Background: an optimization exercise with open tools, aiming at small area, a short achievable clock period and few clock cycles per item. Do not read the settings as production practice. The RTL was checked by simulation tests, not by an equivalence proof against the original design.

==> design/flow/design.v <==
`default_nettype none
package asd_pkg;
  localparam int SampleBits  = 12;
  localparam int ElapsedBits = 8;
  localparam int TimerBits   = 16;
  localparam int SumBits     = 19;
  localparam int CountBits   = 7;
  localparam int FracBits    = 10;
  localparam int CfgIdxBits  = 2;
  localparam int CfgDataBits = 16;
  localparam int InDataBits  = ((SampleBits + ElapsedBits + 7) / 8) * 8;
  localparam int OutDataBits = ((SampleBits + 7) / 8) * 8;
  localparam int ProdBits    = SampleBits + FracBits;
  localparam int ThrBits     = ProdBits - 8 + 1;
  localparam int JobBits     = 1 + 1 + SumBits + CountBits;
  localparam int QDepth      = 2;
  localparam int QPtrBits    = $clog2(QDepth);
  localparam int QCntBits    = $clog2(QDepth + 1);
  localparam int DivSteps    = SumBits;
  localparam int DivCntBits  = $clog2(DivSteps);
  localparam logic [SampleBits-1:0]  AvgReset      = SampleBits'(2048);
  localparam logic [TimerBits-1:0]   HoldoffReset  = TimerBits'(100);
  localparam logic [FracBits-1:0]    FracReset     = FracBits'(77);
  localparam logic [TimerBits-1:0]   LogPerReset   = TimerBits'(50);
  localparam logic [CountBits-1:0]   PerAvgReset   = CountBits'(20);
  typedef enum logic [CfgIdxBits-1:0] {
    CFG_HOLDOFF  = 2'd0,
    CFG_FRACTION = 2'd1,
    CFG_LOG_PER  = 2'd2,
    CFG_PER_AVG  = 2'd3
  } cfg_idx_e;
  typedef struct packed {
    logic                 spike;
    logic                 div;
    logic [SumBits-1:0]   sum;
    logic [CountBits-1:0] divisor;
  } job_t;
  typedef struct packed {
    logic                  upd;
    logic [SampleBits-1:0] level;
  } avg_t;
  typedef struct packed {
    logic push;
    logic pending;
  } front_stat_t;
endpackage
`default_nettype wire
`default_nettype none
module audio_spike_detector
(
  input  wire logic        clk_i,
  input  wire logic        rst_ni,
  input  wire logic        cfg_we_i,
  input  wire logic [1:0]  cfg_idx_i,
  input  wire logic [15:0] cfg_data_i,
  input  wire logic        s_axis_tvalid,
  output logic             s_axis_tready,
  input  wire logic [23:0] s_axis_tdata,
  output logic             m_axis_tvalid,
  input  wire logic        m_axis_tready,
  output logic [15:0]      m_axis_tdata,
  output logic             m_axis_tuser
);
  localparam int DivBits = 3;                
  localparam int DivCyc  = 12 / DivBits;     
  localparam int PhBits  = $clog2(DivCyc + 2);
  logic [15:0] hold_q, lper_q;
  logic [9:0]  frac_q;
  logic [6:0]  pavg_q;
  logic        v2_q;       
  logic        dv2_q;      
  logic [11:0] smp2_q;
  logic [7:0]  dt2_q;
  logic [15:0] htmr_q, ptmr_q;
  logic [11:0] peak_q;
  logic [18:0] sum_q;      
  logic [6:0]  cnt_q;      
  logic [11:0] avg_q;
  logic [22:0] prod_q;     
  logic [PhBits-1:0] ph_q;
  logic              mul_q;    
  logic              mreq_q;   
  logic ov0_q, ov1_q;
  logic os0_q, os1_q;
  logic spkd_q;                
  logic pop, push, push_spk, s2_fire, acc_ok, acc, drained;
  logic run_last, div_last, adv;
  assign pop      = ov0_q && m_axis_tready;
  assign drained  = !ov0_q || (!ov1_q && m_axis_tready);
  assign run_last = (ph_q == PhBits'(DivCyc + 1));
  assign div_last = !mul_q && (ph_q == PhBits'(DivCyc));
  assign adv      = (ph_q != '0) && (!div_last || drained);
  assign s2_fire  = v2_q && (dv2_q || (ph_q == '0 && !mreq_q && !ov1_q));
  assign acc_ok   = !mreq_q && (ph_q == '0 || run_last) && (!v2_q || s2_fire);
  assign s_axis_tready = acc_ok;
  assign acc      = s_axis_tvalid && acc_ok;
  logic [11:0] smp;
  logic [7:0]  dt;
  logic [16:0] p_left;
  logic        per_end, div_now, gt;
  logic [15:0] p_add;
  logic [8:0]  p_lo;
  logic [12:0] s_lo;
  logic [11:0] peak_new;
  logic [18:0] sum_a, sum_b, sum_new;
  logic [6:0]  cnt_inc;
  always_comb begin
    smp      = s_axis_tdata[11:0];
    dt       = s_axis_tdata[19:12];
    p_left   = {1'b0, lper_q} - {1'b0, ptmr_q};
    per_end  = p_left[16] || (p_left[15:8] == 8'd0 && dt >= p_left[7:0]);
    p_lo     = {1'b0, ptmr_q[7:0]} + {1'b0, dt};
    p_add    = {p_lo[8] ? ptmr_q[15:8] + 8'd1 : ptmr_q[15:8], p_lo[7:0]};
    gt       = (smp > peak_q);
    peak_new = gt ? smp : peak_q;
    sum_a    = sum_q + {7'b0, peak_q};
    s_lo     = {1'b0, sum_q[11:0]} + {1'b0, smp};
    sum_b    = {s_lo[12] ? sum_q[18:12] + 7'd1 : sum_q[18:12], s_lo[11:0]};
    sum_new  = gt ? sum_b : sum_a;
    cnt_inc  = cnt_q + 7'd1;
    div_now  = per_end && (cnt_inc >= pavg_q);
  end
  logic [16:0] h_left, h_add;
  logic [8:0]  h_lo;
  logic [15:0] h_sat;
  logic        hgt, spike;
  always_comb begin
    h_left = {1'b0, hold_q} - {1'b0, htmr_q};
    hgt    = (hold_q != 16'hFFFF) &&
             (h_left[16] || (h_left[15:8] == 8'd0 && dt2_q > h_left[7:0]));
    h_lo   = {1'b0, htmr_q[7:0]} + {1'b0, dt2_q};
    h_add  = {h_lo[8] ? {1'b0, htmr_q[15:8]} + 9'd1 : {1'b0, htmr_q[15:8]}, h_lo[7:0]};
    h_sat  = h_add[16] ? 16'hFFFF : h_add[15:0];
    spike  = hgt && ({3'b0, smp2_q} > prod_q[22:8]);
  end
  logic [6:0]         rem;
  logic [8:0]         t, d1, d2, d3;
  logic [9:0]         e1, e2, e3;
  logic               c1, c2, c3;
  logic [7:0]         t2;
  logic [8:0]         f1;
  logic [DivBits-1:0] qd;
  logic [18:0]        sum_div;
  always_comb begin
    d1  = {2'b0, cnt_q};
    d2  = {1'b0, cnt_q, 1'b0};
    d3  = d1 + d2;
    rem = sum_q[18:12];
    t   = {rem, sum_q[11:10]};
    e1  = {1'b0, t} - {1'b0, d1};
    e2  = {1'b0, t} - {1'b0, d2};
    e3  = {1'b0, t} - {1'b0, d3};
    c1  = !e1[9];
    c2  = !e2[9];
    c3  = !e3[9];
    qd[2:1] = {c2, c3 || (c1 && !c2)};
    rem = c3 ? e3[6:0] : c2 ? e2[6:0] : c1 ? e1[6:0] : t[6:0];
    t2  = {rem, sum_q[9]};
    f1  = {1'b0, t2} - {2'b0, cnt_q};
    qd[0] = !f1[8];
    rem = qd[0] ? f1[6:0] : t2[6:0];
    sum_div = {rem, sum_q[11-DivBits:0], qd};
  end
  logic [DivBits-1:0] hdig;
  logic [10:0]        mult;
  logic [PhBits-1:0]  didx;
  always_comb begin
    mult = 11'd256 + {1'b0, frac_q};
    didx = ph_q - PhBits'(2);
    hdig = '0;
    for (int k = 0; k < DivCyc; k++) begin
      if (didx == PhBits'(k)) hdig = avg_q[12 - DivBits*k - 1 -: DivBits];
    end
    if (!mul_q && !run_last) hdig = sum_q[DivBits-1:0];
  end
  always_ff @(posedge clk_i or negedge rst_ni) begin
    if (!rst_ni) begin
      hold_q <= 16'd100;
      frac_q <= 10'd77;
      lper_q <= 16'd50;
      pavg_q <= 7'd20;
    end else if (cfg_we_i) begin
      case (cfg_idx_i)
        2'd0: hold_q <= cfg_data_i;
        2'd1: frac_q <= cfg_data_i[9:0];
        2'd2: lper_q <= cfg_data_i;
        default: pavg_q <= cfg_data_i[6:0];
      endcase
    end
  end
  assign push     = (s2_fire && !dv2_q) || (adv && div_last);
  assign push_spk = dv2_q ? spkd_q : spike;
  always_ff @(posedge clk_i or negedge rst_ni) begin
    if (!rst_ni) begin
      v2_q    <= 1'b0;
      dv2_q   <= 1'b0;
      htmr_q  <= '0;
      ptmr_q  <= '0;
      peak_q  <= '0;
      sum_q   <= '0;
      cnt_q   <= '0;
      avg_q   <= 12'd2048;
      ph_q    <= '0;
      mul_q   <= 1'b0;
      mreq_q  <= 1'b1;
      ov0_q   <= 1'b0;
      ov1_q   <= 1'b0;
    end else begin
      if (acc) begin
        v2_q  <= 1'b1;
        dv2_q <= div_now;
      end else if (s2_fire) begin
        v2_q  <= 1'b0;
      end
      if (acc) begin
        ptmr_q <= per_end ? '0 : p_add;
        peak_q <= per_end ? '0 : peak_new;
        if (per_end) begin
          sum_q <= sum_new;
          cnt_q <= cnt_inc;
        end
      end else if (adv && div_last) begin
        sum_q <= '0;
        cnt_q <= '0;
        avg_q <= sum_div[11:0];
      end else if (adv && !mul_q && !run_last) begin
        sum_q <= sum_div;
      end
      if (s2_fire) htmr_q <= spike ? '0 : h_sat;
      if (acc && div_now) begin
        ph_q  <= PhBits'(1);
        mul_q <= 1'b0;
      end else if (ph_q == '0 && mreq_q) begin
        ph_q  <= PhBits'(1);
        mul_q <= 1'b1;
      end else if (run_last) begin
        ph_q  <= '0;
      end else if (adv) begin
        ph_q  <= ph_q + PhBits'(1);
      end
      if (cfg_we_i && cfg_idx_i == 2'd1) mreq_q <= 1'b1;
      else if (ph_q == '0)               mreq_q <= 1'b0;
      if (push && !pop) begin
        if (!ov0_q) ov0_q <= 1'b1;
        else        ov1_q <= 1'b1;
      end else if (pop && !push) begin
        ov0_q <= ov1_q;
        ov1_q <= 1'b0;
      end
    end
  end
  always_ff @(posedge clk_i) begin
    if (acc) begin
      smp2_q <= smp;
      dt2_q  <= dt;
    end
    if (s2_fire && dv2_q) spkd_q <= spike;
    if (push && pop) begin
      if (ov1_q) begin
        os0_q <= os1_q;
        os1_q <= push_spk;
      end else begin
        os0_q <= push_spk;
      end
    end else if (push) begin
      if (!ov0_q) os0_q <= push_spk;
      else        os1_q <= push_spk;
    end else if (pop) begin
      os0_q <= os1_q;
    end
    if (ph_q == PhBits'(1)) prod_q <= '0;
    if (adv && ph_q >= PhBits'(2)) prod_q <= (prod_q << DivBits) + 23'(hdig) * 23'(mult);
  end
  assign m_axis_tvalid = ov0_q;
  assign m_axis_tuser  = os0_q;
  assign m_axis_tdata  = {4'b0, avg_q};
endmodule
`default_nettype wire
==> design/flow/flow/run.sh <==
#!/bin/bash
# Standard layout, with the adders left to ABC instead of the platform's full/half adder cells,
# and the port buffers made from buf_2 cells.
set -euo pipefail
export BUFFER_PORTS_ARGS="-buffer_cell sky130_fd_sc_hd__buf_2"
bash standard.sh ADDER_MAP_FILE= "BUFFER_PORTS_ARGS=-buffer_cell sky130_fd_sc_hd__buf_2" finish > make_finish.log 2>&1
==> design/flow/standard.sh <==
#!/bin/bash
# synth_recipe.tcl (not shown) runs the flow's synth.tcl, then flattens the netlist and writes it again
# the make line also repeats each setting of config.mk as NAME=value (left out here)
make -C /OpenROAD-flow-scripts/flow DESIGN_CONFIG=/design/flow/config.mk WORK_HOME=/design/flow/orfs CLKGATE_MAP_FILE= SYNTH_SCRIPT=/design/flow/synth_recipe.tcl "${@:-finish}"
==> design/flow/config.mk <==
export PLATFORM = sky130hd
export DESIGN_NAME = audio_spike_detector
export DESIGN_NICKNAME = audio_spike_detector
export VERILOG_FILES = /design/flow/design.v
export SDC_FILE = /design/flow/constraint.sdc
export NUM_CORES = 4
export LEC_CHECK = 0
export ABC_AREA = 1
export CAP_MARGIN = 20
export CORE_MARGIN = 2
export CORE_UTILIZATION = 40
export CTS_BUF_LIST = sky130_fd_sc_hd__clkbuf_4 sky130_fd_sc_hd__clkbuf_8
export SETUP_SLACK_MARGIN = 2.9
export SLEW_MARGIN = 20
==> design/flow/constraint.sdc <==
create_clock -name core_clock -period 6.5 [get_ports {clk_i}]
set_input_delay 1.3000 -clock core_clock [delete_from_list [all_inputs] [get_ports {clk_i}]]
set_output_delay 1.3000 -clock core_clock [all_outputs]
set_load 0.01 [all_outputs]
==> summary.md, run 1 <==
| Metric | Value |
|---|---|
| Root Buffer | clkbuf_8 |
| Area share of the largest cell type after synthesis | 20.6% |
| Routed len/inst | about 14 um |
| Final RePlAce weighted congestion | between 0.9 and 1 |
| Yosys cell types | 68 |
| Non-Filler Instances | approximately 3000 |
| Final hold viol count | 0 |
| CP arrival | 2140 ps |
| Setup TNS | 0 ps |
| Max-Cap Viols | 0 |
| Syn Area/Cell | about 6.4 um^2 |
| Cell taking the most area after synthesis | dfrtp_1 |
| Layout cells sized above 1 | around 12% |
| Post-synth EDFFs | 46 |
| Grt ovf | 0 |
| Asr flop ratio synth | about 75% |
| Die Footprint | 39800 um^2 |
| Ant diodes | 0 |
| Initial antenna violation count | 0 |
| Starting DRT DRC Count | ~930 |
| Post-layout min period | 3440 ps |
| Number of remaining DRC errors | 0 |
| CTS Buf Count | 17 |
| CP Launch Type | flop |
| Type of the worst min-delay path | flop to flop |
| DR pass1 iterations | 7 |
| Critical path, cell by cell | nor2_4 -> inv_1 -> nor2_1 -> nand3_1 -> nand3_1 -> o211ai_1 -> inv_1 -> buf_2 |
| Die Width | about 200 um |
| Min Hold Slack | around 500 ps |
| I/O Buffers | between 50 and 60 |
| Seq/Total Area, Yosys | 32.1% |
| Core Region | 37700 um^2 |
| Detail Placement HPWL | ~33000 um |
| Vias in the first global route | around 14000 |
| Global Route Usage Sum | between 20% and 30% |
| Main synth FF type | dfrtp_1 |
| Post-synthesis register bit count | 186 |
| # IOs | between 60 and 70 |
| Synthesis-to-finish area growth | 9.51% |
| Leading post-synthesis cells by cell area | dfrtp_1, nand2_1, edfxtp_1 |
| Die Ht | ~200 um |
| RSZ-0062 raised after global routing | true |
| Post-synthesis cell count | 2404 |
| Count leader, synth | nand2_1 |
| FMAX | between 200 and 300 MHz |
| Max incr delay on CP | between 400 and 500 ps |
| Final setup viols | 0 |
| Crit Path Class | flop to output pin |
| CP required | roughly 5200 ps |
| Final worst-path cycle share | between 50% and 60% |
| Clk_skew | slightly below 20 ps |
| H-tree depth | 4 |
| CTS Buffer Depth | 2 |
| Max-slew violation count | 0 |
| Worst slew margin | 42.1% |
| Starting density of the core | around two fifths |
| Placed Cells | 2938 |
| ANT nets after route | 0 |
| Vias per cell | 5.04 |
| Most frequent cells after synthesis | nand2_1, inv_1, nor2_1, o21ai_0, nand3_1 |
| CTS tree | yes |
| Clk sink count | 186 |
| Reg clk slew, reported paths | about 110 ps |
| YS warnings | 1 |
| Routed WL | approximately 43000 um |
| FP Rows | 71 |
| Largest net degree at the start of global routing | 81 |
| Post-layout nets | 2506 |
| Slowest cell on the critical path | dfrtp_2 |
| CTS hold repair buffers | 0 |
| Vias post-DR | ~15000 |
| Core Util, Final | between 40% and 50% |
| CP endpoint kind | output pin |
| Pin slew with the least headroom to its limit | between 800 and 900 ps |
| Status | no timing/DRC/antenna violations |
| Clock latency on the worst-skew pair | approximately 520 ps |
| Worst-path maximum fanout | 6 |
| First-pass GRT wire length | ~70000 um |
| Synthesized area | about 15000 um^2 |
-- cells in the final DEF (no fill, tap or decap), types with 46 or more instances in the layout --
cell type  instances
nand3_1          157
xor2_1            60
dfrtp_1          110
edfxtp_1          46
buf_2             56
a21oi_1          102
inv_1            337
nand2_1          677
o21ai_0          178
nor2_1           295
-- logic make-up after synthesis --
logic type / Yosys count / share of synthesized area, %
xor gates and xnor gates: 93 / 5.33
buffers and inverters: 408 / 10.5
adders and majority gates: 8 / 0.524
AOI/OAI and AO/OA: 403 / 15.0
DFF: 186 / 32.1
and+or+nand+nor: 1305 / 36.6
other: 1 / 0.0245
-- critical path, delay by kind of cell (launching register included) --
family,cells,cell delay (ps)
buffers and inverters,3,390
AOI/OAI and AO/OA,1,90
and+or+nand+nor,4,670
DFF,1,480
-- repair_timing --
action                                  in CTS  in global routing
pin swaps                                    0                  7
endpoints found under the setup margin      32                 61
resized for setup                            8                 63
setup buffers                                0                 13
-- per-stage QoR --
stage,cell area (um^2),worst slack [ps]
2_1_floorplan,15300,3090
3_3_place_gp,16000,2140
3_5_place_dp,16000,2100
4_1_cts,16400,2910
5_1_grt,16700,2840
6_report,16700,3060
-- per-layer routing --
metal / track usage, % / part of all wire (%)
met5: 0 / 0
met4: 6.28 / 1.7
met3: 2.97 / 3.6
met2: 37.4 / 46
met1: 29.9 / 48
-- registers in the layout, indices dropped and copies added, names as in the netlist, 3 cells and up --
signal / count
cnt_q: 7
frac_q: 10
ptmr_q: 16
lper_q: 16
peak_q: 12
htmr_q: 16
smp2_q: 12
hold_q: 16
ph_q: 3
avg_q: 12
sum_q: 19
dt2_q: 8
pavg_q: 7
prod_q: 23
-- cell type report --
cell class	instances	area, um^2
tap	511	639
inverter	365	1400
clock buffer	17	234
clock inverter	15	139
sequential	186	4920
timing repair buffer	76	453
fill	4012	20900
multi-input combinational	1813	8950
-- path summary, 6_finish.rpt --
| kind | depth (start not counted) | slack, ps | startpoint | end |
|---|---|---|---|---|
| worst min-delay path | 2 | 500 | pavg_q[1] | pavg_q[1] |
| worst max-delay path | 8 | 3060 | ph_q[1] | s_axis_tready |
| max in group asynchronous | 2 | 4300 | rst_ni | sum_q[16] |
| min in group asynchronous | 1 | 810 | rst_ni | cnt_q[3] |
| worst min register to register | 2 | 500 | pavg_q[1] | pavg_q[1] |
| worst max register to register | 21 | 3190 | ptmr_q[0] | mul_q |
Testbench counts, summed over its fixed seeds: cycles 12,031, items 8,000.
==> inputs of run 2 (changes only) <==
--- a/design/flow/config.mk
+++ b/design/flow/config.mk
@@ -9,6 +9,5 @@
 export CAP_MARGIN = 20
 export CORE_MARGIN = 2
 export CORE_UTILIZATION = 40
-export CTS_BUF_LIST = sky130_fd_sc_hd__clkbuf_4 sky130_fd_sc_hd__clkbuf_8
 export SETUP_SLACK_MARGIN = 2.9
 export SLEW_MARGIN = 20
==> run 2 against run 1 <==
Against the previous run:
- critical path depth is the same
- critical endpoint unchanged
- count of clock-buffer cells in the layout unchanged
- register-to-register slack improved by 20 ps
- setup slack improved by 85 ps
- synthesized area stayed put
- non-clock buffer count increased by 5
- routed wire length rose by 0.12%
- sequential share of layout area decreased by 0.42 points
- hold slack lost 7.5 ps
- final area grew 1.4%
- via count about the same
==> summary.md, run 2 <==
| Metric | Value |
|---|---|
| Status | no timing/DRC/antenna violations (unchanged) |
| RSZ-0062 raised after global routing | true (unchanged) |
| Largest net degree at the start of global routing | 81 (unchanged) |
| Post-layout nets | 2511 (was 2506) |
| Main synth FF type | dfrtp_1 (unchanged) |
| ANT nets after route | 0 (unchanged) |
| CP arrival | 2060 ps (was 2140 ps) |
| Yosys cell types | 68 (unchanged) |
| Detail Placement HPWL | 33100 um (unchanged) |
| Hold depth | 2 (unchanged) |
| Largest register FFs | 23 (unchanged) |
| Commonest non-fill, non-tap cells in the layout | nand2_1, inv_1, nor2_1 (unchanged) |
| Slowest cell on the critical path | dfrtp_2 (unchanged) |
| Register Area | 4920 um^2 (about the same) |
| Layout cells sized above 1 | 12.3% (was 12.0%) |
| Type of the worst min-delay path | flop to flop (unchanged) |
| Post-synthesis cell count | 2404 (unchanged) |
| Die Footprint | 39800 um^2 (unchanged) |
| Regs by FF count | prod_q x23, sum_q x19 (unchanged) |
| Count leader, synth | nand2_1 (unchanged) |
| Critical path, cell by cell | nor2_4 -> inv_1 -> nor2_1 -> nand3_1 -> nand3_1 -> o211ai_1 -> inv_1 -> buf_2 (unchanged) |
| Core Region | 37700 um^2 (unchanged) |
| Area share of the largest cell type after synthesis | 20.6% (unchanged) |
| Starting density of the core | 40.6% (unchanged) |
| CP endpoint kind | output pin (unchanged) |
| Post-layout min period | 3360 ps (was 3440 ps) |
| Max-Cap Viols | 0 (unchanged) |
| Clk_skew | 12.4 ps (was 19.7 ps) |
| Final RePlAce weighted congestion | 0.904 (unchanged) |
| H-tree depth | 4 (unchanged) |
| Core Util, Final | 45.1% (was 44.4%) |
| Cell taking the most area after synthesis | dfrtp_1 (unchanged) |
| # IOs | 66 (unchanged) |
| Starting DRT DRC Count | 952 (was 934) |
| Most frequent cells after synthesis | nand2_1, inv_1, nor2_1, o21ai_0, nand3_1 (unchanged) |
| First-pass GRT wire length | 70600 um (was 70200 um) |
| Post-synth EDFFs | 46 (unchanged) |
| FMAX | 298 MHz (was 290 MHz) |
| CTS Buf Count | 17 (unchanged) |
| Post-synthesis register bit count | 186 (unchanged) |
| Final hold viol count | 0 (unchanged) |
| Clock latency on the worst-skew pair | 470 ps (was 520 ps) |
| Max-slew violation count | 0 (unchanged) |
| Number of remaining DRC errors | 0 (unchanged) |
| Vias in the first global route | 14024 (was 13935) |
| Leading post-synthesis cells by cell area | dfrtp_1, nand2_1, edfxtp_1 (unchanged) |
| Max incr delay on CP | 480 ps (about the same) |
| Die Width | 199 um (unchanged) |
| Worst-path maximum fanout | 6 (unchanged) |
| CTS Buffer Depth | 2 (unchanged) |
| Routed WL | 42900 um (about the same) |
| CP Launch Type | flop (unchanged) |
| Routed len/inst | 14.4 um (about the same) |
| Asr flop ratio synth | 75.3% (unchanged) |
| Global Route Usage Sum | 22.3% (was 22.2%) |
| Ant diodes | 0 (unchanged) |
| Seq/Total Area, Yosys | 32.1% (unchanged) |
| Final setup viols | 0 (unchanged) |
| Synthesized area | 15300 um^2 (unchanged) |
| Reg clk slew, reported paths | 80 ps (was 110 ps) |
| # fillers | 3983 (was 4012) |
| Initial antenna violation count | 0 (unchanged) |
| Area taken by multi-input logic gates | 8950 um^2 (about the same) |
| Pin slew with the least headroom to its limit | 862 ps (was 866 ps) |
| Crit Path Class | flop to output pin (unchanged) |
| Vias per cell | 5.03 (was 5.04) |
| Synthesis-to-finish area growth | 11.1% (was 9.51%) |
| Vias post-DR | 15042 (was 15028) |
| CP required | 5200 ps (about the same) |
| Worst slew margin | 42.4% (was 42.1%) |
| Setup TNS | 0 ps (unchanged) |
| Largest register by flop count | prod_q (unchanged) |
| Final worst-path cycle share | 51.7% (was 53.0%) |
| YS warnings | 1 (unchanged) |
| I/O Buffers | 57 (unchanged) |
| Root Buffer | clkbuf_16 (was clkbuf_8) |
| Clk sink count | 186 (unchanged) |
| FP Rows | 71 (unchanged) |
| Min Hold Slack | 494 ps (was 501 ps) |
| CTS hold repair buffers | 0 (unchanged) |
| CTS tree | yes (unchanged) |
| Commonest non-fill, non-tap cell in the layout | nand2_1 (unchanged) |
| Syn Area/Cell | 6.36 um^2 (unchanged) |
| R2R depth | 19 (was 21) |
| DR pass1 iterations | 7 (unchanged) |
| Die Ht | 199 um (unchanged) |
| Grt ovf | 0 (unchanged) |
==> run 2: cell counts after synthesis <==
No cell type changed its count.
==> run 2: cells by family (layout without fill, tap and decap cells) <==
| group | after synthesis | after routing | synth area share (%) |
|---|---|---|---|
| AND/OR/NAND/NOR | 1305 | 1305 | 36.6 |
| buffers and inverters | 408 | 478 | 10.5 |
| AO/OA/AOI/OAI | 403 | 403 | 15.0 |
| flip-flops | 186 | 186 | 32.1 |
| XOR/XNOR | 93 | 93 | 5.33 |
| adder cells (fa/ha/maj) | 8 | 8 | 0.524 |
| other | 1 | 4 | 0.0245 |
==> run 2: stage by stage <==
step	instances	setup slack [ps]	cell area, um^2
floorplan	2407	3090	15300
global placement	2938	2140	16000
detailed placement	2938	2100	16000
CTS	2970	2890	16600
global route	2988	2820	17000
finish	2988	3140	17000
==> run 2: per-layer routing <==
| layer | vias to the layer above | wire (um) | track usage [%] |
|---|---|---|---|
| met5 | - | 0 | 0 |
| met3 | 43 | 1280 | 2.51 |
| li1 | 7831 | - | - |
| met2 | 241 | 20100 | 37.6 |
| met1 | 6927 | 20700 | 30.0 |
| met4 | 0 | 820 | 7.24 |
==> run 2: timing repair <==
action | 4_1_cts | 5_1_grt
setup buffers | 0 | 18
gates cloned | 0 | 0
setup endpoints to repair | 32 | 61
pin swaps | 0 | 8
resized for setup | 8 | 69
==> run 2: worst paths after layout <==
check | startpoint | to | slack (ps)
worst min register to register | pavg_q[1] | pavg_q[1] | 490
min in group asynchronous | rst_ni | ptmr_q[13] | 880
worst max-delay path | ph_q[0] | s_axis_tready | 3140
worst min-delay path | pavg_q[1] | pavg_q[1] | 490
worst max register to register | lper_q[2] | mul_q | 3210
max in group asynchronous | rst_ni | sum_q[15] | 4230
==> run 2: layout make-up <==
class                   count  area share [%]
clock inverters            15           0.818
inverters                 365            8.28
flip-flops and latches    186            29.0
well taps                 511            3.77
repair buffers             81            2.90
multi-input cells        1813            52.7
clock buffers              17            2.51
==> run 2: worst max-delay path, delay by kind of cell, from the launching register on <==
kind,cells,cell delay (ps)
AND/OR/NAND/NOR,4,630
flip-flops,1,480
buffers and inverters,3,380
AO/OA/AOI/OAI,1,90
==> inputs of run 3 (changes only) <==
--- a/design/flow/config.mk
+++ b/design/flow/config.mk
@@ -9,5 +9,5 @@
 export CAP_MARGIN = 20
 export CORE_MARGIN = 2
 export CORE_UTILIZATION = 40
-export SETUP_SLACK_MARGIN = 2.9
+export SETUP_SLACK_MARGIN = 3.1
 export SLEW_MARGIN = 20
==> run 3 against run 2 <==
Against the previous run:
- still clean
- die area unchanged
- cell count increased by 0.80%
- utilization increased by 2.0 points
- synthesized area unchanged
- register-to-register slack improved by 100 ps
- largest cell class unchanged
==> summary.md, run 3 <==
| Metric | Value |
|---|---|
| Status | no timing/DRC/antenna violations (unchanged) |
| Max-Cap Viols | 0 (unchanged) |
| Area taken by multi-input logic gates | 9530 um^2 (was 8950 um^2) |
| Grt ovf | 0 (unchanged) |
| Commonest non-fill, non-tap cell in the layout | nand2_1 (unchanged) |
| Max-slew violation count | 0 (unchanged) |
| Pin slew with the least headroom to its limit | 974 ps (was 862 ps) |
| Clk_skew | 12.3 ps (was 12.4 ps) |
| RSZ-0062 raised after global routing | true (unchanged) |
| Max incr delay on CP | 470 ps (was 480 ps) |
| Type of the worst min-delay path | flop to flop (unchanged) |
| Detail Placement HPWL | 33300 um (was 33100 um) |
| CP endpoint kind | output pin (unchanged) |
| # IOs | 66 (unchanged) |
| Starting density of the core | 40.6% (unchanged) |
| Min Hold Slack | 490 ps (was 494 ps) |
| Post-layout min period | 3300 ps (was 3360 ps) |
| Clock latency on the worst-skew pair | 470 ps (about the same) |
| Number of remaining DRC errors | 0 (unchanged) |
| Cell taking the most area after synthesis | dfrtp_1 (unchanged) |
| CTS tree | yes (unchanged) |
| Vias in the first global route | 13886 (was 14024) |
| Asr flop ratio synth | 75.3% (unchanged) |
| FMAX | 303 MHz (was 298 MHz) |
| Final RePlAce weighted congestion | 0.904 (about the same) |
| CP Launch Type | flop (unchanged) |
| I/O Buffers | 57 (unchanged) |
| CTS Buffer Depth | 2 (unchanged) |
| Initial antenna violation count | 1 (was 0) |
| Clk sink count | 186 (unchanged) |
| Post-synthesis register bit count | 186 (unchanged) |
| Slowest cell on the critical path | dfrtp_2 (unchanged) |
| Routed WL | 44800 um (was 42900 um) |
| Final setup viols | 0 (unchanged) |
| Final hold viol count | 0 (unchanged) |
| CTS Buf Count | 17 (unchanged) |
| Area share of the largest cell type after synthesis | 20.6% (unchanged) |
| Vias post-DR | 15526 (was 15042) |
| Die Footprint | 39800 um^2 (unchanged) |
| Setup TNS | 0 ps (unchanged) |
| Worst-path maximum fanout | 4 (was 6) |
| # fillers | 3952 (was 3983) |
| Die Width | 199 um (unchanged) |
| Crit Path Class | flop to output pin (unchanged) |
| ANT nets after route | 0 (unchanged) |
| Most frequent cells after synthesis | nand2_1, inv_1, nor2_1, o21ai_0, nand3_1 (unchanged) |
| Reg clk slew, reported paths | 80 ps (about the same) |
| Commonest non-fill, non-tap cells in the layout | nand2_1, inv_1, nor2_1 (unchanged) |
| Count leader, synth | nand2_1 (unchanged) |
| Global Route Usage Sum | 22.3% (about the same) |
| Worst slew margin | 34.9% (was 42.4%) |
| Largest register FFs | 23 (unchanged) |
| Register Area | 4920 um^2 (about the same) |
| YS warnings | 1 (unchanged) |
| Core Region | 37700 um^2 (unchanged) |
| Leading post-synthesis cells by cell area | dfrtp_1, nand2_1, edfxtp_1 (unchanged) |
| Critical path, cell by cell | nor2_4 -> inv_1 -> nor2_4 -> nand3_1 -> nand3_1 -> o211ai_1 -> inv_1 -> buf_2 (was nor2_4 -> inv_1 -> nor2_1 -> nand3_1 -> nand3_1 -> o211ai_1 -> inv_1 -> buf_2) |
| Main synth FF type | dfrtp_1 (unchanged) |
| Synthesis-to-finish area growth | 16.0% (was 11.1%) |
| Routed len/inst | 14.9 um (was 14.4 um) |
| Vias per cell | 5.15 (was 5.03) |
| CP required | 5200 ps (about the same) |
| FP Rows | 71 (unchanged) |
| Synthesized area | 15300 um^2 (unchanged) |
| Post-synthesis cell count | 2404 (unchanged) |
| Layout cells sized above 1 | 17.6% (was 12.3%) |
| Post-layout nets | 2534 (was 2511) |
| Final worst-path cycle share | 50.7% (was 51.7%) |
| Starting DRT DRC Count | 1149 (was 952) |
| Post-synth EDFFs | 46 (unchanged) |
| Syn Area/Cell | 6.36 um^2 (unchanged) |
| Largest register by flop count | prod_q (unchanged) |
| Seq/Total Area, Yosys | 32.1% (unchanged) |
| DR pass1 iterations | 5 (was 7) |
| Regs by FF count | prod_q x23, sum_q x19 (unchanged) |
| Yosys cell types | 68 (unchanged) |
| Die Ht | 199 um (unchanged) |
| First-pass GRT wire length | 69600 um (was 70600 um) |
| H-tree depth | 4 (unchanged) |
| Largest net degree at the start of global routing | 64 (was 81) |
| Root Buffer | clkbuf_16 (unchanged) |
| CP arrival | 2000 ps (was 2060 ps) |
[run 3: logic make-up (layout without fill, tap and decap cells)]
group           Yosys count  count (layout)  share of synthesized area, %
compound gates          403             403                          15.0
xor+xnor                 93              93                          5.33
fa+ha+maj                 8               8                         0.524
buf+inv                 408             497                          10.5
flops                   186             186                          32.1
other cells               1               5                        0.0245
simple gates           1305            1309                          36.6
[run 3: per-layer routing]
layer / global-route usage (%) / wire [um] / vias to the layer above
li1: - / - / 7886
met1: 30.5 / 21300 / 7212
met2: 36.3 / 20500 / 367
met3: 2.67 / 1940 / 61
met4: 7.74 / 1100 / 0
met5: 0 / 0 / -
[run 3: final cells by class]
cell class | count | area share (%)
multi-input cells | 1817 | 53.7
repair inverters | 1 | 0.0423
flip-flops and latches | 186 | 27.8
clock buffers | 18 | 2.54
repair buffers | 99 | 3.64
diodes | 1 | 0.0141
well taps | 511 | 3.61
inverters | 365 | 7.98
clock inverters | 14 | 0.692
[run 3: final timing paths]
path | end | from | depth (start not counted) | slack [ps]
max | s_axis_tready | ph_q[0] | 8 | 3200
min | ptmr_q[10] | ptmr_q[10] | 2 | 490
max reg2reg | sum_q[17] | cnt_q[2] | 24 | 3310
min reg2reg | ptmr_q[10] | ptmr_q[10] | 2 | 490
max in group asynchronous | sum_q[12] | rst_ni | 2 | 4600
min in group asynchronous | ptmr_q[14] | rst_ni | 1 | 830
[run 3: repair_timing]
item	CTS	global route
gates cloned	0	5
gates resized for setup	24	222
buffers inserted	4	32
pin swaps	1	45
hold buffers	0	0
endpoints found under the setup margin	57	77
[run 3: per-stage QoR]
step | cells | setup WS, ps | area [um^2] | util, %
2_1_floorplan | 2407 | 3100 | 15300 | -
3_3_place_gp | 2938 | 2080 | 16100 | 42.6
3_5_place_dp | 2938 | 2030 | 16100 | 42.6
4_1_cts | 2974 | 3090 | 16700 | 44.4
5_1_grt | 3011 | 3040 | 17700 | 47.1
6_report | 3012 | 3200 | 17700 | 47.1
[run 3: worst max-delay path, delay by kind of cell (launching register included)]
family	cells	cell delay, ps
AOI/OAI and AO/OA	1	90
buffers and inverters	3	450
and+or+nand+nor	4	520
DFF	1	470
==> inputs of run 4 (changes only) <==
==> design/flow/flow/run.sh (replaced) <==
#!/bin/bash
# Standard layout, with the adders left to ABC instead of the platform's full/half adder cells
# and ABC's area script replaced by flow/abc_area.script (area mapping under a delay target).
set -euo pipefail
work=$(pwd)
mkdir -p "$work/scripts"
for f in "$FLOW_HOME"/scripts/*; do ln -sf "$f" "$work/scripts/"; done
rm -f "$work/scripts/abc_area.script"
cp "$work/flow/abc_area.script" "$work/scripts/abc_area.script"
bash standard.sh ADDER_MAP_FILE= SCRIPTS_DIR="$work/scripts" finish > make_finish.log 2>&1
==> design/flow/flow/abc_area.script (new file) <==
strash
dch
map -D 2600
topo
stime -c
buffer -c
upsize -D 2600
dnsize -D 2600
--- a/design/flow/config.mk
+++ b/design/flow/config.mk
@@ -9,5 +9,5 @@
 export CAP_MARGIN = 20
 export CORE_MARGIN = 2
 export CORE_UTILIZATION = 40
-export SETUP_SLACK_MARGIN = 3.1
+export SETUP_SLACK_MARGIN = 2.9
 export SLEW_MARGIN = 20
==> run 4 against run 3 <==
Against the previous run:
- final area up 6.9%
- setup slack worse by 560 ps
- register-to-register slack worse by 660 ps
- non-clock buffer count up 160
- clock skew up 3.7 ps
- sequential share of layout area down 1.8 points
- hold slack better by 10 ps
- count of clock-buffer cells in the layout up 1
- largest cell class unchanged
==> summary.md, run 4 <==
| Metric | Value |
|---|---|
| Status | no timing/DRC/antenna violations (unchanged) |
| Area share of the largest cell type after synthesis | 22.9% (was 20.6%) |
| Largest net degree at the start of global routing | 82 (was 64) |
| RSZ-0062 raised after global routing | true (unchanged) |
| Post-synthesis register bit count | 186 (unchanged) |
| Initial antenna violation count | 0 (was 1) |
| Vias in the first global route | 13437 (was 13886) |
| CTS hold repair buffers | 0 (unchanged) |
| FP Rows | 67 (was 71) |
| Worst slew margin | 45.1% (was 34.9%) |
| Design Area, Final | 19000 um^2 (was 17700 um^2) |
| Hold Path Sink | ov1_q (was ptmr_q[10]) |
| Number of remaining DRC errors | 0 (unchanged) |
| Root Buffer | clkbuf_16 (unchanged) |
| Die Width | 189 um (was 199 um) |
| I/O Buffers | 57 (unchanged) |
| Post-layout min period | 3850 ps (was 3300 ps) |
| Min-Delay Startpoint | ov1_q (was ptmr_q[10]) |
| Post-synthesis cell count | 1966 (was 2404) |
| Hold depth | 2 (unchanged) |
| # IOs | 66 (unchanged) |
| Starting DRT DRC Count | 1165 (was 1149) |
| ANT nets after route | 0 (unchanged) |
| R2R depth | 23 (was 24) |
| Max layer used | met4 (unchanged) |
| Routed len/inst | 16.5 um (was 14.9 um) |
| CP Launch Type | flop (unchanged) |
| Synthesis-to-finish area growth | 37.9% (was 16.0%) |
| Asr flop ratio synth | 75.3% (unchanged) |
| Ant diodes | 0 (was 1) |
| Worst R2R Start | cnt_q[3] (was cnt_q[2]) |
| CTS Buffer Depth | 2 (unchanged) |
| Crit Path Class | flop to flop (was flop to output pin) |
| First-pass GRT wire length | 67600 um (was 69600 um) |
| Synthesized area | 13700 um^2 (was 15300 um^2) |
| Die Ht | 189 um (was 199 um) |
| Main synth FF type | dfrtp_1 (unchanged) |
| Type of the worst min-delay path | flop to flop (unchanged) |
| CTS tree | yes (unchanged) |
| Vias per cell | 5.35 (was 5.15) |
| Grt ovf | 0 (unchanged) |
| Clk_skew | 16.0 ps (was 12.3 ps) |
| # fillers | 3048 (was 3952) |
| CTS Buf Count | 17 (unchanged) |
| Clock latency on the worst-skew pair | 450 ps (was 470 ps) |
| Final hold viol count | 0 (unchanged) |
| Post-layout nets | 2256 (was 2534) |
| Max-slew violation count | 0 (unchanged) |
| Min Hold Slack | 500 ps (was 490 ps) |
| Regs by FF count | prod_q x23, sum_q x19 (unchanged) |
| Leading post-synthesis cells by cell area | dfrtp_1, nor2_1, edfxtp_1 (was dfrtp_1, nand2_1, edfxtp_1) |
| Largest register by flop count | prod_q (unchanged) |
| Final worst-path cycle share | 59.3% (was 50.7%) |
| Pin slew with the least headroom to its limit | 823 ps (was 974 ps) |
| CP arrival | 4180 ps (was 2000 ps) |
| DR pass1 iterations | 7 (was 5) |
| Commonest non-fill, non-tap cell in the layout | nor2_1 (was nand2_1) |
| Post-DP Area | 14800 um^2 (was 16100 um^2) |
| Global Route Usage Sum | 23.4% (was 22.3%) |
| Seq/Total Area, Yosys | 35.7% (was 32.1%) |
| Routed WL | 44100 um (was 44800 um) |
| Clk sink count | 186 (unchanged) |
| H-tree depth | 4 (unchanged) |
| Reg-to-reg endpoint | sum_q[17] (unchanged) |
| Post-synth EDFFs | 46 (unchanged) |
| CP required | 6820 ps (was 5200 ps) |
| CP endpoint kind | flop (was output pin) |
| Most frequent cells after synthesis | nor2_1, inv_1, nand2_1, o21ai_0, dfrtp_1 (was nand2_1, inv_1, nor2_1, o21ai_0, nand3_1) |
| Routed wl met2 | 21500 um (was 20500 um) |
| Area taken by multi-input logic gates | 9360 um^2 (was 9530 um^2) |
| Largest register FFs | 23 (unchanged) |
| Setup TNS | 0 ps (unchanged) |
| Starting density of the core | 40.8% (was 40.6%) |
| Register Area | 4920 um^2 (unchanged) |
| Max-Cap Viols | 0 (unchanged) |
| Met1 wire length | 19600 um (was 21300 um) |
| FMAX | 260 MHz (was 303 MHz) |
| Reg clk slew, reported paths | 80 ps (about the same) |
| Core Region | 33700 um^2 (was 37700 um^2) |
| Layout cells sized above 1 | 31.1% (was 17.6%) |
| Commonest non-fill, non-tap cells in the layout | nor2_1, inv_1, nand2_1 (was nand2_1, inv_1, nor2_1) |
| Detail Placement HPWL | 28400 um (was 33300 um) |
| Syn Area/Cell | 6.99 um^2 (was 6.36 um^2) |
| Register-to-register setup slack | 2650 ps (was 3310 ps) |
| YS warnings | 1 (unchanged) |
| Yosys cell types | 79 (was 68) |
| Final RePlAce weighted congestion | 0.859 (was 0.904) |
| Worst-path maximum fanout | 6 (was 4) |
| Final setup viols | 0 (unchanged) |
| Count leader, synth | nor2_1 (was nand2_1) |
| Die Footprint | 35900 um^2 (was 39800 um^2) |
| Cell taking the most area after synthesis | dfrtp_1 (unchanged) |
| Vias post-DR | 14278 (was 15526) |
| DR WL met3 | 2050 um (was 1940 um) |
==> run 4: changes by cell type in the layout (fill, tap and decap cells not counted), moves of 35 or more <==
cell,change
buf_4,+116
buf_6,+40
nand2_2,-35
clkdlybuf4s50_1,+40
nand3_1,-113
o22ai_2,+35
nor2_1,+106
inv_1,-87
o21ai_0,-58
nand2_1,-419
buf_2,-52
==> run 4: worst max-delay path, cell delays in order, from the launching register on <==
cell      delay (ps)
dfrtp_2          470
clkinv_4         120
nor2_4           100
nor2_2            60
a21oi_1          150
inv_1            100
and2_4           180
buf_4            140
a21oi_2          180
o31ai_4          110
nand3_2           90
and2_4           230
clkinv_4         110
nor3_4           220
a31oi_4           60
nand2_1          140
nand2_4           80
o21ai_4          190
nor2_4            60
buf_4            140
nor3_1           300
nor3_1           140
o31ai_4          270
a22oi_1           90
==> run 4: timing repair <==
item                                    4_1_cts  5_1_grt
cloned                                        5        1
setup buffers                               104       85
endpoints found under the setup margin       91       94
endpoints found under the hold margin         0        0
pin swaps                                    76      138
gates resized for setup                     271      302
==> run 4: worst max path at each step <==
stage	startpoint	end	slack [ps]	depth (start not counted)
final	cnt_q[3]	sum_q[17]	2650	23
after global routing	sum_q[1]	sum_q[18]	2430	21
after CTS	s_axis_tdata[10]	sum_q[18]	2600	21
after detailed placement	s_axis_tdata[11]	sum_q[18]	1240	21
after global placement	s_axis_tdata[11]	sum_q[18]	1230	21
after floorplan	s_axis_tdata[11]	sum_q[18]	2590	19
==> run 4: layout make-up <==
| cell class | instances | area share (%) |
|---|---|---|
| Multi-Input combinational cell | 1459 | 49.4 |
| Clock inverter | 13 | 0.799 |
| Timing Repair Buffer | 259 | 12.2 |
| Tap cell | 448 | 2.96 |
| Clock buffer | 19 | 2.45 |
| Sequential cell | 186 | 26.0 |
| Inverter | 285 | 6.15 |
| Timing Repair inverter | 1 | 0.0396 |
==> run 4: metal layers <==
metal | vias to the layer above | global-route usage [%]
li1 | 7006 | -
met1 | 6830 | 31.3
met2 | 379 | 39.4
met3 | 63 | 3.08
met4 | 0 | 6.92
met5 | - | 0
==> run 4: through the flow <==
step / cells / setup WS (ps) / util (%)
finish: 2670 / 2650 / 56.2
global route: 2670 / 2430 / 56.2
CTS: 2584 / 2600 / 50.9
detailed placement: 2443 / 1240 / 43.9
global placement: 2443 / 1230 / 43.9
floorplan: 1969 / 2590 / -
==> run 4: cells by family (layout without fill, tap and decap cells) <==
logic type | Yosys count | in the layout | synth area share, %
AOI/OAI and AO/OA | 486 | 487 | 21.7
adders and majority gates | 4 | 4 | 0.300
xor gates and xnor gates | 88 | 88 | 5.66
buffers and inverters | 328 | 577 | 9.55
and+or+nand+nor | 869 | 872 | 26.8
muxes | 4 | 4 | 0.328
DFF | 186 | 186 | 35.7
other | 1 | 4 | 0.0273
==> inputs of run 5 (changes only) <==
--- a/design/flow/design.v
+++ b/design/flow/design.v
@@ -80,18 +80,20 @@
   logic [PhBits-1:0] ph_q;
   logic              mul_q;    
   logic              mreq_q;   
-  logic ov0_q, ov1_q;
-  logic os0_q, os1_q;
+  logic [2:0] ov_q;
+  logic [2:0] os_q;
+  logic [2:0] ov_d, os_d;
   logic spkd_q;                
   logic pop, push, push_spk, s2_fire, acc_ok, acc, drained;
   logic run_last, div_last, adv;
-  assign pop      = ov0_q && m_axis_tready;
-  assign drained  = !ov0_q || (!ov1_q && m_axis_tready);
+  assign pop      = ov_q[0] && m_axis_tready;
+  assign drained  = !ov_q[0] || (!ov_q[1] && m_axis_tready);
   assign run_last = (ph_q == PhBits'(DivCyc + 1));
   assign div_last = !mul_q && (ph_q == PhBits'(DivCyc));
   assign adv      = (ph_q != '0) && (!div_last || drained);
-  assign s2_fire  = v2_q && (dv2_q || (ph_q == '0 && !mreq_q && !ov1_q));
-  assign acc_ok   = !mreq_q && (ph_q == '0 || run_last) && (!v2_q || s2_fire);
+  assign s2_fire  = v2_q;
+  assign acc_ok   = !mreq_q && (ph_q == '0 || run_last) && !ov_q[2] &&
+                    !(ov_q[1] && v2_q && !dv2_q);
   assign s_axis_tready = acc_ok;
   assign acc      = s_axis_tvalid && acc_ok;
   logic [11:0] smp;
@@ -189,7 +191,27 @@
     end
   end
   assign push     = (s2_fire && !dv2_q) || (adv && div_last);
-  assign push_spk = dv2_q ? spkd_q : spike;
+  assign push_spk = div_last ? spkd_q : spike;
+  always_comb begin
+    ov_d = ov_q;
+    os_d = os_q;
+    if (pop) begin
+      ov_d = {1'b0, ov_d[2:1]};
+      os_d = {1'b0, os_d[2:1]};
+    end
+    if (push) begin
+      if (!ov_d[0]) begin
+        ov_d[0] = 1'b1;
+        os_d[0] = push_spk;
+      end else if (!ov_d[1]) begin
+        ov_d[1] = 1'b1;
+        os_d[1] = push_spk;
+      end else begin
+        ov_d[2] = 1'b1;
+        os_d[2] = push_spk;
+      end
+    end
+  end
   always_ff @(posedge clk_i or negedge rst_ni) begin
     if (!rst_ni) begin
       v2_q    <= 1'b0;
@@ -203,15 +225,10 @@
       ph_q    <= '0;
       mul_q   <= 1'b0;
       mreq_q  <= 1'b1;
-      ov0_q   <= 1'b0;
-      ov1_q   <= 1'b0;
+      ov_q    <= '0;
     end else begin
-      if (acc) begin
-        v2_q  <= 1'b1;
-        dv2_q <= div_now;
-      end else if (s2_fire) begin
-        v2_q  <= 1'b0;
-      end
+      v2_q  <= acc;
+      dv2_q <= acc && div_now;
       if (acc) begin
         ptmr_q <= per_end ? '0 : p_add;
         peak_q <= per_end ? '0 : peak_new;
@@ -229,50 +246,30 @@
       if (s2_fire) htmr_q <= spike ? '0 : h_sat;
       if (acc && div_now) begin
         ph_q  <= PhBits'(1);
-        mul_q <= 1'b0;
       end else if (ph_q == '0 && mreq_q) begin
         ph_q  <= PhBits'(1);
-        mul_q <= 1'b1;
       end else if (run_last) begin
         ph_q  <= '0;
       end else if (adv) begin
         ph_q  <= ph_q + PhBits'(1);
       end
+      if (ph_q == '0 && mreq_q) mul_q <= 1'b1;
+      else if (run_last)        mul_q <= 1'b0;
       if (cfg_we_i && cfg_idx_i == 2'd1) mreq_q <= 1'b1;
       else if (ph_q == '0)               mreq_q <= 1'b0;
-      if (push && !pop) begin
-        if (!ov0_q) ov0_q <= 1'b1;
-        else        ov1_q <= 1'b1;
-      end else if (pop && !push) begin
-        ov0_q <= ov1_q;
-        ov1_q <= 1'b0;
-      end
+      ov_q <= ov_d;
     end
   end
   always_ff @(posedge clk_i) begin
-    if (acc) begin
-      smp2_q <= smp;
-      dt2_q  <= dt;
-    end
+    smp2_q <= smp;
+    dt2_q  <= dt;
     if (s2_fire && dv2_q) spkd_q <= spike;
-    if (push && pop) begin
-      if (ov1_q) begin
-        os0_q <= os1_q;
-        os1_q <= push_spk;
-      end else begin
-        os0_q <= push_spk;
-      end
-    end else if (push) begin
-      if (!ov0_q) os0_q <= push_spk;
-      else        os1_q <= push_spk;
-    end else if (pop) begin
-      os0_q <= os1_q;
-    end
+    os_q <= os_d;
     if (ph_q == PhBits'(1)) prod_q <= '0;
     if (adv && ph_q >= PhBits'(2)) prod_q <= (prod_q << DivBits) + 23'(hdig) * 23'(mult);
   end
-  assign m_axis_tvalid = ov0_q;
-  assign m_axis_tuser  = os0_q;
+  assign m_axis_tvalid = ov_q[0];
+  assign m_axis_tuser  = os_q[0];
   assign m_axis_tdata  = {4'b0, avg_q};
 endmodule
 `default_nettype wire
==> design/flow/flow/run.sh (replaced) <==
#!/bin/bash
# Standard layout, with the adders left to ABC instead of the platform's full/half adder cells,
# and the port buffers made from buf_2 cells.
set -euo pipefail
export BUFFER_PORTS_ARGS="-buffer_cell sky130_fd_sc_hd__buf_2"
bash standard.sh ADDER_MAP_FILE= "BUFFER_PORTS_ARGS=-buffer_cell sky130_fd_sc_hd__buf_2" finish > make_finish.log 2>&1
--- a/design/flow/config.mk
+++ b/design/flow/config.mk
@@ -9,5 +9,5 @@
 export CAP_MARGIN = 20
 export CORE_MARGIN = 2
 export CORE_UTILIZATION = 40
-export SETUP_SLACK_MARGIN = 2.9
+export SETUP_SLACK_MARGIN = 3.1
 export SLEW_MARGIN = 20
removed: design/flow/flow/abc_area.script
==> run 5 against run 4 <==
Against the previous run:
- hold slack got worse by 16 ps
- die area rose by 11%
==> summary.md, run 5 <==
| Metric | Value |
|---|---|
| Setup TNS | 0 ps (unchanged) |
| Crit path launch | v2_q (was cnt_q[3]) |
| Area taken by multi-input logic gates | 9360 um^2 (about the same) |
| # fillers | 3921 (was 3048) |
| Grt ovf | 0 (unchanged) |
| Status | no timing/DRC/antenna violations (unchanged) |
| Reg-to-reg endpoint | prod_q[20] (was sum_q[17]) |
| Largest net degree at the start of global routing | 107 (was 82) |
| Post-synthesis cell count | 2501 (was 1966) |
| YS warnings | 1 (unchanged) |
| CTS Buffer Depth | 2 (unchanged) |
| RSZ-0062 raised after global routing | true (unchanged) |
| Post-DP Area | 16000 um^2 (was 14800 um^2) |
| I/O Buffers | 57 (unchanged) |
| Commonest non-fill, non-tap cell in the layout | nand2_1 (was nor2_1) |
| Post-layout nets | 2635 (was 2256) |
| Layout cells sized above 1 | 14.4% (was 31.1%) |
| Largest register by flop count | prod_q (unchanged) |
| R2R depth | 21 (was 23) |
| Routed len/inst | 14.7 um (was 16.5 um) |
| Core Region | 37600 um^2 (was 33700 um^2) |
| CTS hold repair buffers | 0 (unchanged) |
| Synthesis-to-finish area growth | 15.3% (was 37.9%) |
| Seq/Total Area, Yosys | 31.0% (was 35.7%) |
| Number of remaining DRC errors | 0 (unchanged) |
| CP required | 5200 ps (was 6820 ps) |
| Non-Filler Instances | 3113 (was 2670) |
| Largest register FFs | 23 (unchanged) |
| CTS Buf Count | 17 (unchanged) |
| Routed WL | 45900 um (was 44100 um) |
| Register Area | 4750 um^2 (was 4920 um^2) |
| Vias per cell | 5.16 (was 5.35) |
| Final setup viols | 0 (unchanged) |
| Max-Cap Viols | 0 (unchanged) |
| Area share of the largest cell type after synthesis | 20.8% (was 22.9%) |
| Main synth FF type | dfrtp_1 (unchanged) |
| Die Ht | 199 um (was 189 um) |
| Placed Cells | 3037 (was 2443) |
| Post-layout min period | 3230 ps (was 3850 ps) |
| # IOs | 66 (unchanged) |
| CP Launch Type | flop (unchanged) |
| FP Rows | 71 (was 67) |
| Max-slew violation count | 0 (unchanged) |
| Final worst-path cycle share | 49.7% (was 59.3%) |
| Hold depth | 2 (unchanged) |
| Reg clk slew, reported paths | 80 ps (about the same) |
| Clock latency on the worst-skew pair | 460 ps (was 450 ps) |
| Yosys cell types | 62 (was 79) |
| First-pass GRT wire length | 72400 um (was 67600 um) |
| H-tree depth | 4 (unchanged) |
| Root Buffer | clkbuf_16 (unchanged) |
| CP endpoint kind | output pin (was flop) |
| Pin slew with the least headroom to its limit | 902 ps (was 823 ps) |
| Syn Area/Cell | 6.10 um^2 (was 6.99 um^2) |
| Register-to-register setup slack | 3280 ps (was 2650 ps) |
| Die Width | 199 um (was 189 um) |
| CTS tree | yes (unchanged) |
| Detail Placement HPWL | 34200 um (was 28400 um) |
| Die Footprint | 39700 um^2 (was 35900 um^2) |
| Hold Path Sink | mreq_q (was ov1_q) |
| Type of the worst min-delay path | flop to flop (unchanged) |
| Most frequent cells after synthesis | nand2_1, inv_1, nor2_1, nand3_1, o21ai_0 (was nor2_1, inv_1, nand2_1, o21ai_0, dfrtp_1) |
| Starting density of the core | 40.6% (was 40.8%) |
| ANT nets after route | 0 (unchanged) |
| Asr flop ratio synth | 75.0% (was 75.3%) |
| Worst-path maximum fanout | 17 (was 6) |
| Vias post-DR | 16054 (was 14278) |
| Commonest non-fill, non-tap cells in the layout | nand2_1, inv_1, nor2_1 (was nor2_1, inv_1, nand2_1) |
| FMAX | 310 MHz (was 260 MHz) |
| Global Route Usage Sum | 22.9% (was 23.4%) |
| Min-Delay Startpoint | mreq_q (was ov1_q) |
| Starting DRT DRC Count | 1132 (was 1165) |
| Final RePlAce weighted congestion | 0.930 (was 0.859) |
| Vias in the first global route | 14529 (was 13437) |
| Synthesized area | 15300 um^2 (was 13700 um^2) |
| Design Area, Final | 17600 um^2 (was 19000 um^2) |
| Initial antenna violation count | 1 (was 0) |
| Final hold viol count | 0 (unchanged) |
| DR pass1 iterations | 6 (was 7) |
| Clk sink count | 188 (was 186) |
| Clk_skew | 20.6 ps (was 16.0 ps) |
| Leading post-synthesis cells by cell area | dfrtp_1, nand2_1, inv_1 (was dfrtp_1, nor2_1, edfxtp_1) |
| Count leader, synth | nand2_1 (was nor2_1) |
| CP arrival | 1930 ps (was 4180 ps) |
| Crit Path Class | flop to output pin (was flop to flop) |
| Post-synth EDFFs | 24 (was 46) |
| Regs by FF count | prod_q x23, sum_q x19 (unchanged) |
| Cell taking the most area after synthesis | dfrtp_1 (unchanged) |
| Post-synthesis register bit count | 188 (was 186) |
| Worst R2R Start | ph_q[0] (was cnt_q[3]) |
| Worst slew margin | 39.9% (was 45.1%) |
[run 5: cell types whose count changed in the layout (fill, tap and decap cells not counted), sizes merged, moves of 14 or more]
cell / delta
buf: -110
clkdlybuf4s50: -40
nand2: +486
dfxtp: +23
a21oi: -21
o21ai: +20
a31oi: -15
nand3: +146
or2: -14
inv: +127
edfxtp: -22
nor2: -102
o22ai: -25
[run 5: worst max-delay path by stage]
stage                          endpoint  slack (ps)
final                     s_axis_tready        3270
after global routing          sum_q[18]        2940
after CTS                     peak_q[7]        3120
after detailed placement       sum_q[2]        1970
after global placement         sum_q[9]        2050
after floorplan               sum_q[14]        3110
[run 5: final cells by class]
cell class | count | area share, %
Multi-Input combinational cell | 1872 | 53.2
Sequential cell | 188 | 27.0
Inverter | 408 | 8.96
Timing Repair Buffer | 99 | 3.67
Tap cell | 511 | 3.64
Clock buffer | 19 | 2.52
Clock inverter | 13 | 0.897
Timing Repair inverter | 2 | 0.0854
Antenna cell | 1 | 0.0142
[run 5: through the flow]
step	util [%]	setup WS [ps]	hold WS (ps)
3_5_place_dp	42.7	1970	471
2_1_floorplan	-	3110	445
6_report	46.8	3270	485
4_1_cts	44.5	3120	483
5_1_grt	46.8	2940	502
3_3_place_gp	42.7	2050	462
[run 5: metal layers]
metal / vias up / global-route usage, % / wire length, um
met5: - / 0 / 0
met2: 398 / 37.7 / 21100
li1: 8157 / - / -
met1: 7437 / 31.2 / 21300
met3: 62 / 2.08 / 1890
met4: 0 / 8.62 / 1500
[run 5: logic make-up after synthesis]
group                    Yosys count  synth area share (%)
AND/OR/NAND/NOR                 1372                  37.6
buffers and inverters            447                  11.4
AO/OA/AOI/OAI                    413                  15.3
flip-flops                       188                  31.0
XOR/XNOR                          74                  4.25
adder cells (fa/ha/maj)            4                 0.263
multiplexers                       2                 0.148
other                              1                0.0246
[run 5: worst max-delay path, cell delays in order, from the launching register on]
cell and delay (ps):
dfrtp_2 530, inv_1 300, nor3_1 80, nor3_1 160
o21ai_0 170, inv_1 100, buf_2 150
[run 5: timing repair]
item                       4_1_cts  5_1_grt
hold endpoints to repair         0        0
setup endpoints to repair       71       84
pin swaps                        0       19
buffers inserted                 1       35
cloned                           0        6
resized for setup               26      163
Testbench counts of run 5, summed over its fixed seeds: cycles 12,031, items 8,000.
==> inputs of run 6 (changes only) <==
--- a/design/flow/config.mk
+++ b/design/flow/config.mk
@@ -9,5 +9,5 @@
 export CAP_MARGIN = 20
 export CORE_MARGIN = 2
 export CORE_UTILIZATION = 40
-export SETUP_SLACK_MARGIN = 3.1
+export SETUP_SLACK_MARGIN = 2.9
 export SLEW_MARGIN = 20
==> run 6 against run 5 <==
Against the previous run:
- setup slack lost 130 ps
- register-to-register slack lost 140 ps
- cell count shrank 1.2%
- flip-flop and latch count is the same
- clock skew grew 2.4 ps
==> summary.md, run 6 <==
| Metric | Value |
|---|---|
| Area share of the largest cell type after synthesis | 20.8% (unchanged) |
| Most frequent cells after synthesis | nand2_1, inv_1, nor2_1, nand3_1, o21ai_0 (unchanged) |
| Commonest non-fill, non-tap cell in the layout | nand2_1 (unchanged) |
| Post-synth EDFFs | 24 (unchanged) |
| Clk sink count | 188 (unchanged) |
| Detail Placement HPWL | 34000 um (was 34200 um) |
| Cell taking the most area after synthesis | dfrtp_1 (unchanged) |
| Synthesized area | 15300 um^2 (unchanged) |
| FMAX | 298 MHz (was 310 MHz) |
| Hold depth | 2 (unchanged) |
| FP Rows | 71 (unchanged) |
| Regs by FF count | prod_q x23, sum_q x19 (unchanged) |
| Final worst-path cycle share | 51.6% (was 49.7%) |
| Final hold viol count | 0 (unchanged) |
| Min-Delay Startpoint | mreq_q (unchanged) |
| Critical path, cell by cell | inv_1 -> nor3_1 -> nor3_1 -> o21ai_0 -> inv_1 -> nand2_1 -> nand2_1 -> clkinvlp_4 -> nand2_1 -> a21boi_1 -> nand2_2 -> buf_4 -> nor2_1 -> a21oi_1 (was inv_1 -> nor3_1 -> nor3_1 -> o21ai_0 -> inv_1 -> buf_2) |
| Slowest cell on the critical path | dfrtp_2 (unchanged) |
| Largest register by flop count | prod_q (unchanged) |
| Die Width | 199 um (unchanged) |
| Asr flop ratio synth | 75.0% (unchanged) |
| Layout cells sized above 1 | 9.68% (was 14.4%) |
| ANT nets after route | 0 (unchanged) |
| Core Region | 37600 um^2 (unchanged) |
| Post-synthesis cell count | 2501 (unchanged) |
| Placed Cells | 3036 (was 3037) |
| Max-Cap Viols | 0 (unchanged) |
| Commonest non-fill, non-tap cells in the layout | nand2_1, inv_1, nor2_1 (unchanged) |
| CTS Buffer Depth | 2 (unchanged) |
| Register-to-register setup slack | 3140 ps (was 3280 ps) |
| CP Launch Type | flop (unchanged) |
| H-tree depth | 4 (unchanged) |
| Worst-path maximum fanout | 17 (unchanged) |
| I/O Buffers | 57 (unchanged) |
| Type of the worst min-delay path | flop to flop (unchanged) |
| CP required | 6860 ps (was 5200 ps) |
| Grt ovf | 0 (unchanged) |
| Post-synthesis register bit count | 188 (unchanged) |
| Initial antenna violation count | 1 (unchanged) |
| Status | no timing/DRC/antenna violations (unchanged) |
| Hold Path Sink | mreq_q (unchanged) |
| Root Buffer | clkbuf_16 (unchanged) |
| Post-layout nets | 2597 (was 2635) |
| CTS Buf Count | 17 (unchanged) |
| Global Route Usage Sum | 22.8% (was 22.9%) |
| Die Ht | 199 um (unchanged) |
| Routed WL | 44100 um (was 45900 um) |
| Final setup viols | 0 (unchanged) |
| CTS tree | yes (unchanged) |
| Main synth FF type | dfrtp_1 (unchanged) |
| Starting density of the core | 40.6% (unchanged) |
| DR pass1 iterations | 7 (was 6) |
| Max incr delay on CP | 530 ps (about the same) |
| YS warnings | 1 (unchanged) |
| Critical path's most frequent cell | nand2_1 |
| Synthesis-to-finish area growth | 10.3% (was 15.3%) |
| Vias post-DR | 15633 (was 16054) |
| Largest net degree at the start of global routing | 90 (was 107) |
| CP arrival | 3720 ps (was 1930 ps) |
| Vias per cell | 5.08 (was 5.16) |
| Yosys cell types | 62 (unchanged) |
| Clock latency on the worst-skew pair | 470 ps (was 460 ps) |
| Post-layout min period | 3360 ps (was 3230 ps) |
| Clk_skew | 23.0 ps (was 20.6 ps) |
| Routed len/inst | 14.3 um (was 14.7 um) |
| Non-Filler Instances | 3075 (was 3113) |
| Leading post-synthesis cells by cell area | dfrtp_1, nand2_1, inv_1 (unchanged) |
| # IOs | 66 (unchanged) |
| Starting DRT DRC Count | 1001 (was 1132) |
| Vias in the first global route | 14494 (was 14529) |
| Crit Path Class | flop to flop (was flop to output pin) |
| Reg clk slew, reported paths | 90 ps (was 80 ps) |
| Syn Area/Cell | 6.10 um^2 (unchanged) |
| Final RePlAce weighted congestion | 0.905 (was 0.930) |
| Die Footprint | 39700 um^2 (unchanged) |
| Worst slew margin | 33.7% (was 39.9%) |
| Reg-to-reg endpoint | sum_q[18] (was prod_q[20]) |
| R2R depth | 14 (was 21) |
| Pin slew with the least headroom to its limit | 991 ps (was 902 ps) |
| CP endpoint kind | flop (was output pin) |
| Worst R2R Start | v2_q (was ph_q[0]) |
| Setup TNS | 0 ps (unchanged) |
| RSZ-0062 raised after global routing | true (unchanged) |
| Max-slew violation count | 0 (unchanged) |
| Seq/Total Area, Yosys | 31.0% (unchanged) |
| Number of remaining DRC errors | 0 (unchanged) |
| First-pass GRT wire length | 71800 um (was 72400 um) |
| Count leader, synth | nand2_1 (unchanged) |
| # fillers | 3919 (was 3921) |
| Largest register FFs | 23 (unchanged) |
## run 6: metal layers
layer / part of all wire [%] / track usage, % / vias up
met2: 45 / 37.5 / 320
met5: 0 / 0 / -
met4: 2.9 / 8.46 / 0
li1: - / - / 8079
met3: 4.0 / 1.99 / 67
met1: 48 / 31.3 / 7167
## run 6: stage by stage
step	hold WS, ps	utilization (%)	setup WS [ps]	area, um^2
floorplan	445	-	3080	15300
global placement	461	42.6	2150	16000
detailed placement	471	42.6	2130	16000
CTS	484	44.2	2940	16600
global route	496	44.8	2880	16800
finish	486	44.8	3140	16800
## run 6: logic make-up (layout without fill, tap and decap cells)
logic type	after synthesis	after routing	synth area share, %
AO/OA/AOI/OAI	413	414	15.3
XOR/XNOR	74	74	4.25
adder cells (fa/ha/maj)	4	4	0.263
buffers and inverters	447	504	11.4
flip-flops	188	188	31.0
multiplexers	2	2	0.148
other	1	5	0.0246
AND/OR/NAND/NOR	1372	1373	37.6
## run 6: area by class of cell
class,count,area [um^2],share of cell area (%)
antenna,1,2.50,0.0149
clock buffer,17,425,2.53
clock inverter,15,161,0.959
inverter,408,1550,9.23
multi-input combinational,1871,8960,53.3
sequential,188,4740,28.2
tap,511,639,3.80
timing repair buffer,64,344,2.05
## run 6: critical path: cells and delay by family, from the launching register on
kind	cells	cell delay, ps
flops	1	530
simple gates	7	1360
buf+inv	4	890
compound gates	3	490
## run 6: timing repair
| item | CTS | global route |
|---|---|---|
| buffers inserted | 0 | 4 |
| pin swaps | 1 | 5 |
| hold buffers | 0 | 0 |
| resized for setup | 3 | 56 |
| cloned | 1 | 1 |
| endpoints found under the setup margin | 56 | 76 |
| hold endpoints to repair | 0 | 0 |
## run 6: worst max-delay path by stage
stage | from | to | slack [ps] | cells after the start
final | v2_q | sum_q[18] | 3140 | 14
after global routing | hold_q[5] | htmr_q[10] | 2880 | 19
after CTS | s_axis_tdata[1] | sum_q[17] | 2940 | 24
after detailed placement | v2_q | sum_q[9] | 2130 | 12
after global placement | v2_q | sum_q[9] | 2150 | 12
after floorplan | m_axis_tready | sum_q[14] | 3080 | 13

[static timing again, ports no longer ideal]
In the flow no input, the clock included, has a driving cell. The finished layouts below were timed again as built, in two steps.
Step 1: set_driving_cell puts a clkbuf_16 on clk_i and a buf_2 on each other input, an assumption about the parent block.
Step 2 moves the port delays by t, midway between the first and last clock arrival at a register: inputs arrive t later, outputs are due t later. That takes back most of the time a late clock gives input paths.
a / b / c = no drivers / after step 1 / after step 2; a / b = the first two.
| run | t, ns | setup WS [ns] | worst setup path at the end | slew at the worst register clock pin (ns) | worst data-port slew with drivers (ns) |
|---|---|---|---|---|---|
| run 1 | 0.566 | 3.056 / 3.003 / 2.592 | input to register | 0.12 / 0.12 | 0.04 |
| run 2 | 0.514 | 3.142 / 3.088 / 2.689 | input to register | 0.08 / 0.08 | 0.04 |
| run 3 | 0.520 | 3.203 / 3.144 / 2.809 | input to register | 0.08 / 0.08 | 0.07 |
| run 4 | 0.489 | 2.647 / 2.647 / 2.208 | input to register | 0.08 / 0.08 | 0.07 |
| run 5 | 0.501 | 3.272 / 3.220 / 2.796 | input to register | 0.09 / 0.09 | 0.07 |
| run 6 | 0.512 | 3.144 / 3.144 / 2.713 | input to register | 0.09 / 0.09 | 0.06 |
After both steps every run listed still meets setup and hold. For run 5, which loses most, drivers alone change the setup slack by -0.052 ns; drivers and shift together by -0.476 ns.
